From an optimization exercise on the open Yosys and OpenROAD flow, aimed at small area, a short achievable clock period and few clock cycles; shortcuts taken in it are not production practice. At most, simulation tests tie the RTL to the original design; equivalence was not proved. Power and IR drop assume default switching activity.

==> job 4769: inputs <==
==> flow/design.v <==
`default_nettype none
package tsp_pkg;
	localparam logic [7:0] char_cr = 8'h0d;
	localparam logic [7:0] char_lf = 8'h0a;
	localparam logic [7:0] char_zero = 8'h30;
	localparam logic [7:0] char_nine = 8'h39;
	localparam logic [7:0] char_d = 8'h44;
	localparam logic [7:0] char_n = 8'h4e;
	localparam logic [7:0] char_e = 8'h45;
	localparam logic [7:0] char_o = 8'h4f;
	typedef enum logic [1:0] {
		ps_prolog      = 2'd0,
		ps_coordinates = 2'd1,
		ps_busy        = 2'd2
	} parse_state_t;
	localparam int coord_bits_default = 16;
	localparam int node_addr_bits_default = 4;
endpackage
`default_nettype wire
`timescale 1ns/10ps
`default_nettype none
module tsp_top #(
	parameter int coord_bits = tsp_pkg::coord_bits_default,
	parameter int node_addr_bits = tsp_pkg::node_addr_bits_default
) (
	input  wire                                clk,
	input  wire                                rst,
	input  wire  [7:0]                         specdata,
	input  wire                                has_specdata,
	output logic                               ready_to_read,
	output logic [coord_bits+node_addr_bits:0] tour_length,
	output logic                               tour_valid
);
	localparam int len_bits = coord_bits + node_addr_bits + 1;
	localparam int lo_bits = 11;
	localparam int hi_bits = len_bits - lo_bits;
	localparam logic [2:0] st_hdr_start = 3'd0;  
	localparam logic [2:0] st_hdr_n     = 3'd1;  
	localparam logic [2:0] st_hdr_skip  = 3'd2;  
	localparam logic [2:0] st_hdr_no    = 3'd3;  
	localparam logic [2:0] st_coord     = 3'd4;  
	localparam logic [2:0] st_eof       = 3'd5;  
	logic take;
	logic b_v;          
	logic b_digit;
	logic b_cr;
	logic b_n;
	logic b_o;
	logic b_e;
	logic [3:0] b_d;
	assign take = has_specdata & ready_to_read;
	always_ff @(posedge clk) begin
		if (rst) begin
			ready_to_read <= 1'b0;
			b_v <= 1'b0;
		end else begin
			ready_to_read <= 1'b1;
			b_v <= take && specdata != tsp_pkg::char_lf;
		end
	end
	always_ff @(posedge clk) begin
		b_digit <= (specdata >= tsp_pkg::char_zero) && (specdata <= tsp_pkg::char_nine);
		b_cr <= specdata == tsp_pkg::char_cr;
		b_n <= specdata == tsp_pkg::char_n;
		b_o <= specdata == tsp_pkg::char_o;
		b_e <= specdata == tsp_pkg::char_e;
		b_d <= specdata[3:0];
	end
	logic [2:0] state;
	logic in_num;
	logic [1:0] field_cnt;
	logic first;
	logic [2:0] seq;
	logic close_x;
	logic close_y;
	logic [7:0] acc_lo;
	logic [7:0] acc_hi;
	logic [3:0] acc_k;
	logic [coord_bits-1:0] r;
	logic [coord_bits-1:0] fa;
	logic [coord_bits-1:0] fb;
	logic digit;
	logic field_close;
	logic data_leg;
	logic leg;
	logic eof_cr;
	logic in_num_next;
	logic [11:0] lo_next;
	logic [7:0] hk;
	logic [7:0] hi_next;
	assign lo_next = {acc_lo, 3'b000} + {3'b000, acc_lo, 1'b0} + 12'(b_d);
	assign hk = acc_hi + 8'(acc_k);
	assign hi_next = {hk[4:0], 3'b000} + {hk[6:0], 1'b0};
	assign digit = b_v && b_digit && state == st_coord;
	assign field_close = b_v && !b_digit && in_num;
	assign data_leg = state == st_coord && field_close && field_cnt != 2'd0;
	assign close_x = seq == 3'd2;
	assign close_y = seq == 3'd3;
	assign leg = data_leg || close_x || close_y;
	assign eof_cr = state == st_eof && b_v && b_cr;
	assign in_num_next = b_v ? digit : in_num;
	always_ff @(posedge clk) begin
		if (rst) begin
			state <= st_hdr_start;
			in_num <= 1'b0;
			field_cnt <= '0;
			first <= 1'b1;
			seq <= '0;
		end else begin
			in_num <= in_num_next;
			if (eof_cr)
				seq <= 3'd1;
			else if (seq == 3'd6)
				seq <= '0;
			else if (seq != '0)
				seq <= seq + 3'd1;
			if (close_y)
				first <= 1'b1;
			else if (data_leg && field_cnt == 2'd2)
				first <= 1'b0;
			if (b_v) begin
				if (field_close)
					field_cnt <= field_cnt + 2'd1;
				if (b_cr)
					field_cnt <= '0;
				case (state)
					st_hdr_start:
						if (b_cr)
							state <= st_hdr_start;
						else if (b_n)
							state <= st_hdr_n;
						else
							state <= st_hdr_skip;
					st_hdr_n:
						if (b_cr)
							state <= st_hdr_start;
						else if (b_o)
							state <= st_hdr_no;
						else
							state <= st_hdr_skip;
					st_hdr_skip:
						if (b_cr)
							state <= st_hdr_start;
					st_hdr_no:
						if (b_cr)
							state <= st_coord;
					st_coord:
						if (b_e)
							state <= st_eof;
					default:
						if (b_cr)
							state <= st_hdr_start;
				endcase
			end
		end
	end
	always_ff @(posedge clk) begin
		if (digit) begin
			acc_lo <= lo_next[7:0];
			acc_k <= lo_next[11:8];
			acc_hi <= hi_next;
		end else if (!in_num_next) begin
			{acc_hi, acc_lo} <= (seq == 3'd1 || close_x) ? fa : '0;
			acc_k <= '0;
		end
		r <= {hk, acc_lo};
	end
	logic leg2;
	logic first2;
	logic [coord_bits-1:0] pa;
	logic [coord_bits-1:0] pb;
	logic [coord_bits:0] diff;
	always_ff @(posedge clk) begin
		if (rst)
			leg2 <= 1'b0;
		else
			leg2 <= leg;
	end
	always_ff @(posedge clk) begin
		first2 <= first && data_leg;
		if (leg2) begin
			pa <= pb;
			pb <= r;
		end
		if (first2)
			fb <= r;
		if (first2 || seq == 3'd1)
			fa <= fb;
	end
	assign diff = {1'b0, r} - {1'b0, pa};
	logic [coord_bits-1:0] mag;
	logic neg;
	logic leg3;
	logic zero3;
	logic carry;
	logic [lo_bits-1:0] total_lo;
	logic [hi_bits-1:0] total_hi;
	logic [lo_bits:0] sum_lo;
	always_ff @(posedge clk) begin
		if (rst) begin
			leg3 <= 1'b0;
			tour_valid <= 1'b0;
		end else begin
			leg3 <= leg2;
			tour_valid <= seq == 3'd6;
		end
	end
	always_ff @(posedge clk) begin
		mag <= diff[coord_bits-1:0] ^ {coord_bits{diff[coord_bits]}};
		neg <= diff[coord_bits];
		zero3 <= first2;
	end
	logic [lo_bits+1:0] sum_lo_x;
	logic [hi_bits:0] sum_hi_x;
	assign sum_lo_x = {1'b0, total_lo, 1'b1} + {1'b0, mag[lo_bits-1:0], neg};
	assign sum_lo = sum_lo_x[lo_bits+1:1];
	assign sum_hi_x = {total_hi, 1'b1} + {(leg3 ? hi_bits'(mag[coord_bits-1:lo_bits]) : '0), carry};
	always_ff @(posedge clk) begin
		if (leg3 && zero3) begin
			total_lo <= '0;
			total_hi <= '0;
			carry <= 1'b0;
		end else begin
			if (leg3)
				total_lo <= sum_lo[lo_bits-1:0];
			carry <= leg3 && sum_lo[lo_bits];
			total_hi <= sum_hi_x[hi_bits:1];
		end
	end
	assign tour_length = {total_hi, total_lo};
endmodule
`default_nettype wire
==> flow/flow/run.sh <==
#!/bin/bash
# Layout flow: the standard ORFS flow (standard.sh) with these changes:
#  - synthesis maps adders with ABC like the rest of the logic instead of
#    extracting them into the library's full/half-adder cells, which are slow
#    (ADDER_MAP_FILE empty; registers and their names are unchanged);
#  - the port buffers inserted during global placement are
#    sky130_fd_sc_hd__buf_2 instead of the delay-cell buffers buffer_ports
#    picks by default;
#  - clock tree synthesis uses a clkbuf_16 root buffer and clkbuf_8 for the
#    rest of the tree (the same arguments as the standard flow otherwise).
set -euo pipefail
export ADDER_MAP_FILE=
export BUFFER_PORTS_ARGS="-buffer_cell sky130_fd_sc_hd__buf_2"
export CTS_ARGS="-sink_clustering_enable -repair_clock_nets -root_buf sky130_fd_sc_hd__clkbuf_16 -buf_list {sky130_fd_sc_hd__clkbuf_8}"
bash standard.sh > standard_flow.log 2>&1
==> flow/standard.sh <==
#!/bin/bash
# synth_recipe.tcl (not shown) runs the flow's synth.tcl, then flattens the netlist and writes it again
# the make line also repeats each setting of config.mk as NAME=value (left out here)
make -C /OpenROAD-flow-scripts/flow DESIGN_CONFIG=/design/flow/config.mk WORK_HOME=/design/flow/orfs CLKGATE_MAP_FILE= SYNTH_SCRIPT=/design/flow/synth_recipe.tcl "${@:-finish}"
==> flow/config.mk <==
export PLATFORM = sky130hd
export DESIGN_NAME = tsp_top
export DESIGN_NICKNAME = tsp_top
export VERILOG_FILES = /design/flow/design.v
export SDC_FILE = /design/flow/constraint.sdc
export NUM_CORES = 4
export LEC_CHECK = 0
export ABC_AREA = 0
export CAP_MARGIN = 20
export CORE_MARGIN = 2
export CORE_UTILIZATION = 50
export SETUP_SLACK_MARGIN = 3.0
export SLEW_MARGIN = 20
==> flow/constraint.sdc <==
create_clock -name core_clock -period 5.0 [get_ports {clk}]
set_input_delay 1.0000 -clock core_clock [delete_from_list [all_inputs] [get_ports {clk}]]
set_output_delay 1.0000 -clock core_clock [all_outputs]
set_load 0.01 [all_outputs]
==> job 2729: changes against job 4769 <==
--- a/flow/design.v
+++ b/flow/design.v
@@ -74,7 +74,6 @@
 	logic close_x;
 	logic close_y;
-	logic [7:0] acc_lo;
-	logic [7:0] acc_hi;
-	logic [3:0] acc_k;
+	logic [coord_bits-1:0] acc_s;
+	logic [coord_bits-1:0] acc_c;
 	logic [coord_bits-1:0] r;
 	logic [coord_bits-1:0] fa;
@@ -86,15 +85,23 @@
 	logic eof_cr;
 	logic in_num_next;
-	logic [11:0] lo_next;
-	logic [7:0] hk;
-	logic [7:0] hi_next;
-	assign lo_next = {acc_lo, 3'b000} + {3'b000, acc_lo, 1'b0} + 12'(b_d);
-	assign hk = acc_hi + 8'(acc_k);
-	assign hi_next = {hk[4:0], 3'b000} + {hk[6:0], 1'b0};
+	logic [coord_bits-1:0] row1_a, row1_b, row1_c, row1_s, row1_k;
+	logic [coord_bits-1:0] row2_c, row2_s, row2_k;
+	assign row1_a = {acc_s[coord_bits-2:0], 1'b0};
+	assign row1_b = {acc_c[coord_bits-2:0], 1'b0};
+	assign row1_c = {acc_s[coord_bits-4:0], b_d[2:0]};
+	assign row1_s = row1_a ^ row1_b ^ row1_c;
+	assign row1_k = {(row1_a[coord_bits-2:0] & row1_b[coord_bits-2:0]) |
+		(row1_a[coord_bits-2:0] & row1_c[coord_bits-2:0]) |
+		(row1_b[coord_bits-2:0] & row1_c[coord_bits-2:0]), 1'b0};
+	assign row2_c = {acc_c[coord_bits-4:1], b_d[3], 3'b000};
+	assign row2_s = row1_s ^ row1_k ^ row2_c;
+	assign row2_k = {(row1_s[coord_bits-2:0] & row1_k[coord_bits-2:0]) |
+		(row1_s[coord_bits-2:0] & row2_c[coord_bits-2:0]) |
+		(row1_k[coord_bits-2:0] & row2_c[coord_bits-2:0]), 1'b0};
 	assign digit = b_v && b_digit && state == st_coord;
 	assign field_close = b_v && !b_digit && in_num;
 	assign data_leg = state == st_coord && field_close && field_cnt != 2'd0;
-	assign close_x = seq == 3'd2;
-	assign close_y = seq == 3'd3;
+	assign close_x = seq == 3'd1;
+	assign close_y = seq == 3'd2;
 	assign leg = data_leg || close_x || close_y;
 	assign eof_cr = state == st_eof && b_v && b_cr;
@@ -111,5 +118,5 @@
 			if (eof_cr)
 				seq <= 3'd1;
-			else if (seq == 3'd6)
+			else if (seq == 3'd5)
 				seq <= '0;
 			else if (seq != '0)
@@ -157,12 +164,11 @@
 	always_ff @(posedge clk) begin
 		if (digit) begin
-			acc_lo <= lo_next[7:0];
-			acc_k <= lo_next[11:8];
-			acc_hi <= hi_next;
+			acc_s <= row2_s;
+			acc_c <= row2_k;
 		end else if (!in_num_next) begin
-			{acc_hi, acc_lo} <= (seq == 3'd1 || close_x) ? fa : '0;
-			acc_k <= '0;
-		end
-		r <= {hk, acc_lo};
+			acc_s <= (eof_cr || close_x) ? fa : '0;
+			acc_c <= '0;
+		end
+		r <= acc_s + acc_c;
 	end
 	logic leg2;
@@ -185,5 +191,5 @@
 		if (first2)
 			fb <= r;
-		if (first2 || seq == 3'd1)
+		if (first2 || eof_cr)
 			fa <= fb;
 	end
@@ -192,5 +198,4 @@
 	logic neg;
 	logic leg3;
-	logic zero3;
 	logic carry;
 	logic [lo_bits-1:0] total_lo;
@@ -202,6 +207,6 @@
 			tour_valid <= 1'b0;
 		end else begin
-			leg3 <= leg2;
-			tour_valid <= seq == 3'd6;
+			leg3 <= leg2 && !first2;
+			tour_valid <= seq == 3'd5;
 		end
 	end
@@ -209,5 +214,4 @@
 		mag <= diff[coord_bits-1:0] ^ {coord_bits{diff[coord_bits]}};
 		neg <= diff[coord_bits];
-		zero3 <= first2;
 	end
 	logic [lo_bits+1:0] sum_lo_x;
@@ -217,5 +221,5 @@
 	assign sum_hi_x = {total_hi, 1'b1} + {(leg3 ? hi_bits'(mag[coord_bits-1:lo_bits]) : '0), carry};
 	always_ff @(posedge clk) begin
-		if (leg3 && zero3) begin
+		if (rst || tour_valid) begin
 			total_lo <= '0;
 			total_hi <= '0;
--- a/flow/flow/run.sh
+++ b/flow/flow/run.sh
@@ -1,4 +1,4 @@
 #!/bin/bash
-# Layout flow: the standard ORFS flow (standard.sh) with these changes:
+# Layout flow: the standard ORFS flow (standard.sh) with two changes:
 #  - synthesis maps adders with ABC like the rest of the logic instead of
 #    extracting them into the library's full/half-adder cells, which are slow
ABC_AREA = 1   (was 0)
==> job 292: changes against job 4769 <==
--- a/flow/design.v
+++ b/flow/design.v
@@ -33,6 +33,7 @@
 );
 	localparam int len_bits = coord_bits + node_addr_bits + 1;
+	localparam int half_bits = len_bits - 1;
 	localparam int lo_bits = 11;
-	localparam int hi_bits = len_bits - lo_bits;
+	localparam int hi_bits = half_bits - lo_bits;
 	localparam logic [2:0] st_hdr_start = 3'd0;  
 	localparam logic [2:0] st_hdr_n     = 3'd1;  
@@ -189,6 +190,5 @@
 	end
 	assign diff = {1'b0, r} - {1'b0, pa};
-	logic [coord_bits-1:0] mag;
-	logic neg;
+	logic [coord_bits-1:0] rise;
 	logic leg3;
 	logic zero3;
@@ -207,13 +207,10 @@
 	end
 	always_ff @(posedge clk) begin
-		mag <= diff[coord_bits-1:0] ^ {coord_bits{diff[coord_bits]}};
-		neg <= diff[coord_bits];
+		rise <= diff[coord_bits-1:0] & {coord_bits{!diff[coord_bits]}};
 		zero3 <= first2;
 	end
-	logic [lo_bits+1:0] sum_lo_x;
 	logic [hi_bits:0] sum_hi_x;
-	assign sum_lo_x = {1'b0, total_lo, 1'b1} + {1'b0, mag[lo_bits-1:0], neg};
-	assign sum_lo = sum_lo_x[lo_bits+1:1];
-	assign sum_hi_x = {total_hi, 1'b1} + {(leg3 ? hi_bits'(mag[coord_bits-1:lo_bits]) : '0), carry};
+	assign sum_lo = {1'b0, total_lo} + {1'b0, rise[lo_bits-1:0]};
+	assign sum_hi_x = {total_hi, 1'b1} + {(leg3 ? hi_bits'(rise[coord_bits-1:lo_bits]) : '0), carry};
 	always_ff @(posedge clk) begin
 		if (leg3 && zero3) begin
@@ -228,5 +225,5 @@
 		end
 	end
-	assign tour_length = {total_hi, total_lo};
+	assign tour_length = {total_hi, total_lo, 1'b0};
 endmodule
 `default_nettype wire
==> flow/flow/run.sh (replaced) <==
#!/bin/bash
# Layout flow: the standard ORFS flow (standard.sh) with these changes:
#  - synthesis maps adders with ABC like the rest of the logic instead of
#    extracting them into the library's full/half-adder cells, which are slow
#    (ADDER_MAP_FILE empty);
#  - the final ABC mapping of synthesis runs flow/abc.script instead of ORFS's
#    abc_area.script (synth_abc.tcl swaps the script, then runs the standard flow's own
#    synth_recipe.tcl unchanged, so registers and their names are unchanged);
#  - the port buffers inserted during global placement are
#    sky130_fd_sc_hd__buf_2 instead of the delay-cell buffers buffer_ports
#    picks by default;
#  - clock tree synthesis uses a clkbuf_16 root buffer and clkbuf_8 for the
#    rest of the tree (the same arguments as the standard flow otherwise).
set -euo pipefail
here=$(pwd)
export ADDER_MAP_FILE=
export BUFFER_PORTS_ARGS="-buffer_cell sky130_fd_sc_hd__buf_2"
export CTS_ARGS="-sink_clustering_enable -repair_clock_nets -root_buf sky130_fd_sc_hd__clkbuf_16 -buf_list {sky130_fd_sc_hd__clkbuf_8}"
export MY_ABC_SCRIPT="$here/flow/abc.script"
export FLOW_SYNTH_TCL="$here/synth_recipe.tcl"
sed "s|SYNTH_SCRIPT=[^ ]*|SYNTH_SCRIPT=$here/flow/synth_abc.tcl|" standard.sh > standard_abc.sh
grep -q "SYNTH_SCRIPT=$here/flow/synth_abc.tcl" standard_abc.sh
bash standard_abc.sh > standard_flow.log 2>&1
==> flow/flow/abc.script (new file) <==
strash
dch -f
map -B 0.9
strash
dch -f
map -B 0.9
topo
stime -c
buffer -c
upsize -c
dnsize -c
==> flow/flow/synth_abc.tcl (new file) <==
# Runs the standard flow's synthesis script (synth_recipe.tcl) with one change: the abc
# call that maps the logic to cells uses the script in MY_ABC_SCRIPT.
proc abc {args} {
  set out {}
  set skip 0
  foreach a $args {
    if {$skip} { set skip 0; continue }
    if {$a eq "-script"} { lappend out -script $::env(MY_ABC_SCRIPT); set skip 1; continue }
    lappend out $a
  }
  puts "abc with $::env(MY_ABC_SCRIPT)"
  yosys abc {*}$out
}
source $::env(FLOW_SYNTH_TCL)
ABC_AREA = 1   (was 0)
GPL_TIMING_DRIVEN = 0   (was default)
SETUP_SLACK_MARGIN = 3.05   (was 3.0)
==> job 6460: changes against job 4769 <==
--- a/flow/design.v
+++ b/flow/design.v
@@ -74,7 +74,6 @@
 	logic close_x;
 	logic close_y;
-	logic [7:0] acc_lo;
-	logic [7:0] acc_hi;
-	logic [3:0] acc_k;
+	logic [coord_bits-1:0] acc_s;
+	logic [coord_bits-1:0] acc_c;
 	logic [coord_bits-1:0] r;
 	logic [coord_bits-1:0] fa;
@@ -86,10 +85,18 @@
 	logic eof_cr;
 	logic in_num_next;
-	logic [11:0] lo_next;
-	logic [7:0] hk;
-	logic [7:0] hi_next;
-	assign lo_next = {acc_lo, 3'b000} + {3'b000, acc_lo, 1'b0} + 12'(b_d);
-	assign hk = acc_hi + 8'(acc_k);
-	assign hi_next = {hk[4:0], 3'b000} + {hk[6:0], 1'b0};
+	logic [coord_bits-1:0] row1_a, row1_b, row1_c, row1_s, row1_k;
+	logic [coord_bits-1:0] row2_c, row2_s, row2_k;
+	assign row1_a = {acc_s[coord_bits-2:0], 1'b0};
+	assign row1_b = {acc_c[coord_bits-2:0], 1'b0};
+	assign row1_c = {acc_s[coord_bits-4:0], b_d[2:0]};
+	assign row1_s = row1_a ^ row1_b ^ row1_c;
+	assign row1_k = {(row1_a[coord_bits-2:0] & row1_b[coord_bits-2:0]) |
+		(row1_a[coord_bits-2:0] & row1_c[coord_bits-2:0]) |
+		(row1_b[coord_bits-2:0] & row1_c[coord_bits-2:0]), 1'b0};
+	assign row2_c = {acc_c[coord_bits-4:1], b_d[3], 3'b000};
+	assign row2_s = row1_s ^ row1_k ^ row2_c;
+	assign row2_k = {(row1_s[coord_bits-2:0] & row1_k[coord_bits-2:0]) |
+		(row1_s[coord_bits-2:0] & row2_c[coord_bits-2:0]) |
+		(row1_k[coord_bits-2:0] & row2_c[coord_bits-2:0]), 1'b0};
 	assign digit = b_v && b_digit && state == st_coord;
 	assign field_close = b_v && !b_digit && in_num;
@@ -157,12 +164,11 @@
 	always_ff @(posedge clk) begin
 		if (digit) begin
-			acc_lo <= lo_next[7:0];
-			acc_k <= lo_next[11:8];
-			acc_hi <= hi_next;
+			acc_s <= row2_s;
+			acc_c <= row2_k;
 		end else if (!in_num_next) begin
-			{acc_hi, acc_lo} <= (seq == 3'd1 || close_x) ? fa : '0;
-			acc_k <= '0;
-		end
-		r <= {hk, acc_lo};
+			acc_s <= (seq == 3'd1 || close_x) ? fa : '0;
+			acc_c <= '0;
+		end
+		r <= acc_s + acc_c;
 	end
 	logic leg2;
ABC_AREA = 1   (was 0)
==> summary of the runs <==
Against job 2729, the die area of job 4769 is lower by 12%.
Cell count: job 2729 > job 6460 > job 292 > job 4769.
Worst hold slack, lowest first: job 2729, job 292, job 6460, job 4769.
In job 292 the utilization is higher than in job 2729, by 3.4 points.
Combinational power: job 292 < job 4769 < job 2729 < job 6460.
Design area: job 292 < job 6460 < job 2729 < job 4769.
In job 4769 the routed wire length is larger than in job 292, by about 4.4%.
Non-clock buffer count, highest first: job 4769, job 292, job 2729, job 6460.
Worst setup slack: job 292 > job 6460 > job 2729 > job 4769.
==> figures <==
metric	job 6460	job 292	job 2729	job 4769
Status	no timing/DRC/antenna violations	no timing/DRC/antenna violations	no timing/DRC/antenna violations	no timing/DRC/antenna violations
FF+latch count, synth	174	163	173	165
Transition time at the pin with the least slew margin	853 ps	939 ps	918 ps	934 ps
Portion of netlist area occupied by mux cells	0%	0%	0%	0.924%
Critical Path End	tour_length[15]	tour_length[6]	tour_length[3]	acc_k[2]
Power Total	0.00320 W	0.00250 W	0.00289 W	0.00260 W
Global placer's final weighted congestion	0.858	0.910	0.888	0.841
Vias	6795	6046	7203	5781
Worst endpoint data arrival time	930 ps	900 ps	950 ps	2830 ps
Internal portion of total power	0.00222 W	0.00195 W	0.00204 W	0.00197 W
Number of non-clock buffers in the layout	36	50	37	122
Avg WL per Cell	13.1 µm	13.3 µm	13.2 µm	15.1 µm
Layout multi-input combinational cell count	746	607	803	514
Starting density of the core	51.2%	51.6%	50.6%	51.4%
Worst setup slack for register-to-register paths	3240 ps	3140 ps	3170 ps	2380 ps
Net switching share of the total power	30.4%	22.1%	29.3%	24.2%
Flop+latch power	0.00165 W	0.00141 W	0.00160 W	0.00148 W
Reg2reg start	leg3	acc_hi[1]	acc_c[11]	acc_lo[1]
Compound-gate portion of the synthesized area	8.62%	8.95%	9.35%	15.4%
Testbench counts of job 4769, summed over its fixed seeds: cycles 19,615.
Testbench counts of job 292, summed over its fixed seeds: cycles 19,615.
Testbench counts of job 6460, summed over its fixed seeds: cycles 19,615.
For job 2729, only the layout was checked, not whether the RTL still works.

[what the ideal ports hide]
No port has a modelled driver above. Below, the same layouts with a new extraction and two added sets of constraints.
Step 1 sets driving cells, clkbuf_16 on the clock port and buf_2 on the other inputs (assumed; they add their load-dependent delay and slew).
Step 2 also shifts input and output timing later by t, the mid clock arrival at the registers, as if the neighbouring blocks saw the same clock.
Slacks: ideal / step 1 / step 2; pairs: ideal / step 1.
run	shift t [ns]	setup slack, ns	worst slew at a driven data input, ns
job 4769	0.407	2.377 / 2.377 / 2.377	0.03
job 2729	0.429	3.048 / 3.006 / 2.937	0.03
job 292	0.422	3.104 / 3.064 / 3.117	0.03
job 6460	0.422	3.071 / 3.028 / 3.184	0.03
After both steps every run listed still meets setup and hold. The setup slack of job 2729, which loses most, moves by -0.042 ns with the drivers and by -0.111 ns with both steps.
